Source: an optimization exercise on an open RTL-to-GDS flow (aim: small area, a short achievable clock period and few clock cycles per item). Production flows keep margins and buffers that such runs may drop.
In this exercise RTL edits were held to simulation tests only and were not proved equivalent to the original.
Power is estimated from default activity; no workload was simulated.

## sig_accumulator
module sig_accumulator #(
   parameter int               DATA_W      = 1459,
   parameter int               SIG_W       = 32,
   parameter int               NUM_SAMPLES = 256,
   parameter logic [SIG_W-1:0] SEED        = '0,
   localparam int              CHUNKS      = (DATA_W + SIG_W - 1) / SIG_W,
   localparam int              CNT_W       = $clog2(NUM_SAMPLES + 1)
) (
   input  logic                 clk,
   input  logic                 rst_n,
   input  logic                 start,
   input  logic                 in_valid,
   input  logic [DATA_W-1:0]    in_data,
   output logic                 in_ready,
   output logic [SIG_W-1:0]     sig,
   output logic                 sig_valid,
   output logic                 busy,
   output logic [CNT_W-1:0]     sample_cnt
);
Settings: LEC_CHECK=0, CAP_MARGIN=20, CORE_AREA=5 5 335 335, DIE_AREA=0 0 340 340, SETUP_SLACK_MARGIN=3.0, SLEW_MARGIN=20; clock period 5.0 ns.
standard.sh (not shown) runs the stock make flow with config.mk's settings and CLKGATE_MAP_FILE= SYNTH_SCRIPT=/design/flow/synth_recipe.tcl, a recipe that flattens the netlist after the stock synthesis.
==> flow/flow/run.sh <==
#!/bin/bash
# The standard layout (standard.sh), with two placement settings:
#  - port buffers are sky130_fd_sc_hd__buf_1 (the default pick is a delay cell);
#  - the in_data pins that feed one signature bit, and that bit's sig pin, are placed as one
#    group on the die's edge, so each bit's XOR tree sits next to its pins.
# ORFS writes each step's full log under orfs/logs; make's own output goes to run.log here.
set -euo pipefail
cd "$(dirname "$0")/.."

DW=1459; SW=32; CH=$(( (DW + SW - 1) / SW ))
groups=""
for ((j = 0; j < SW; j++)); do
  g=""
  for ((c = 0; c < CH; c++)); do
    k=$(( ((j - (CH - 1 - c)) % SW + SW) % SW ))
    b=$(( c * SW + k ))
    if (( b < DW )); then g+="in_data[$b] "; fi
  done
  g+="sig[$j]"
  groups+=" -group_pins {$g}"
done

export BUFFER_PORTS_ARGS="-buffer_cell sky130_fd_sc_hd__buf_1"
# The clock pin is placed by flow/pre_io.tcl at the middle of the left edge.
export PRE_IO_PLACEMENT_TCL="$PWD/flow/pre_io.tcl"
export PLACE_PINS_ARGS="-min_distance 0.68 -exclude left:$(( 340 / 2 - 5 ))-$(( 340 / 2 + 5 ))${groups}"

bash standard.sh > run.log 2>&1
==> flow/flow/pre_io.tcl <==
# Place the clock pin first, at the middle of the left edge on a met3 track, and keep the
# other pins a few microns away from it: the clock net is routed with wider spacing than
# the signal pins are placed at.
set block [ord::get_db_block]
set die [$block getDieArea]
set dbu [$block getDefUnits]
set ymid [expr {[$die yMax] / 2.0 / $dbu}]
set k [expr {int(($ymid - 0.34) / 0.68)}]
set y [expr {0.34 + 0.68 * $k}]
place_pin -pin_name clk -layer met3 -location [list 0 $y] -force_to_die_boundary
Testbench counts at the start, summed over its fixed seeds: cycles 6,224, items 6,144.
Change:
--- a/flow/config.mk
+++ b/flow/config.mk
@@ -9,4 +9,3 @@
 export CORE_AREA = 5 5 335 335
 export DIE_AREA = 0 0 340 340
-export SETUP_SLACK_MARGIN = 3.0
 export SLEW_MARGIN = 20
Outcome: Core utilization stays flat. Total power stays flat. Clock skew goes down by 0.011 ns. Final cell count stays flat. Via count barely changes.
Change:
--- a/flow/flow/run.sh
+++ b/flow/flow/run.sh
@@ -22,7 +22,6 @@
 
 export BUFFER_PORTS_ARGS="-buffer_cell sky130_fd_sc_hd__buf_1"
-# The clock pin is placed by flow/pre_io.tcl at the middle of the left edge.
-export PRE_IO_PLACEMENT_TCL="$PWD/flow/pre_io.tcl"
-export PLACE_PINS_ARGS="-min_distance 0.68 -exclude left:$(( 340 / 2 - 5 ))-$(( 340 / 2 + 5 ))${groups}"
+export CTS_BUF_DISTANCE=150
+export PLACE_PINS_ARGS="${groups# }"
 
 bash standard.sh > run.log 2>&1
--- a/flow/config.mk
+++ b/flow/config.mk
@@ -7,5 +7,8 @@
 export LEC_CHECK = 0
 export CAP_MARGIN = 20
-export CORE_AREA = 5 5 335 335
-export DIE_AREA = 0 0 340 340
+export CORE_AREA = 5 5 515 515
+export CTS_CLUSTER_DIAMETER = 50
+export CTS_CLUSTER_SIZE = 10
+export DIE_AREA = 0 0 520 520
+export SETUP_SLACK_MARGIN = 3.0
 export SLEW_MARGIN = 20
removed: flow/flow/pre_io.tcl
Effect: The changed run completed with no timing, DRC or antenna violations. Clock skew came out higher by 0.033 ns. Via count came out lower by 1.6%. Clock-buffer cell count rises by 5. Synthesized cell count does not change. Combinational power stays flat. Area after synthesis stays the same. Cell area rose by 13%. Die area grows by 130%. Total power rises by 5.1%. Sequential power barely changes.

## separate check: timing with driven ports
In the flow no input, the clock included, has a driving cell. The finished layouts below were timed again as built, in two steps. Step 1 assumes that a clkbuf_16 drives the clock port and a buf_2 every other input. Step 2 times the ports against the registers' clock, not the clock port: input delays grow and output delays shrink by t, the midpoint of the rising clock arrivals with the driver on. Slacks: no drivers / after step 1 / after step 2; pairs: no drivers / after step 1.
| run | t, ns | setup slack, ns | worst setup path at the end | worst slew at a driven data input, ns | cell pins on the clock port's net |
|---|---|---|---|---|---|
| the first run | 0.447 | 3.040 / 3.022 / 2.576 | input to register | 0.23 | 1 |
| the second run | 0.446 | 2.521 / 2.476 / 2.663 | input to register | 0.08 | 1 |
| the third run | 0.556 | 2.956 / 2.884 / 2.515 | input to register | 0.42 | 1 |
After both steps setup and hold are still met in every run listed. The setup slack of the first run, which loses most, moves by -0.018 ns with the drivers and by -0.464 ns with both steps.
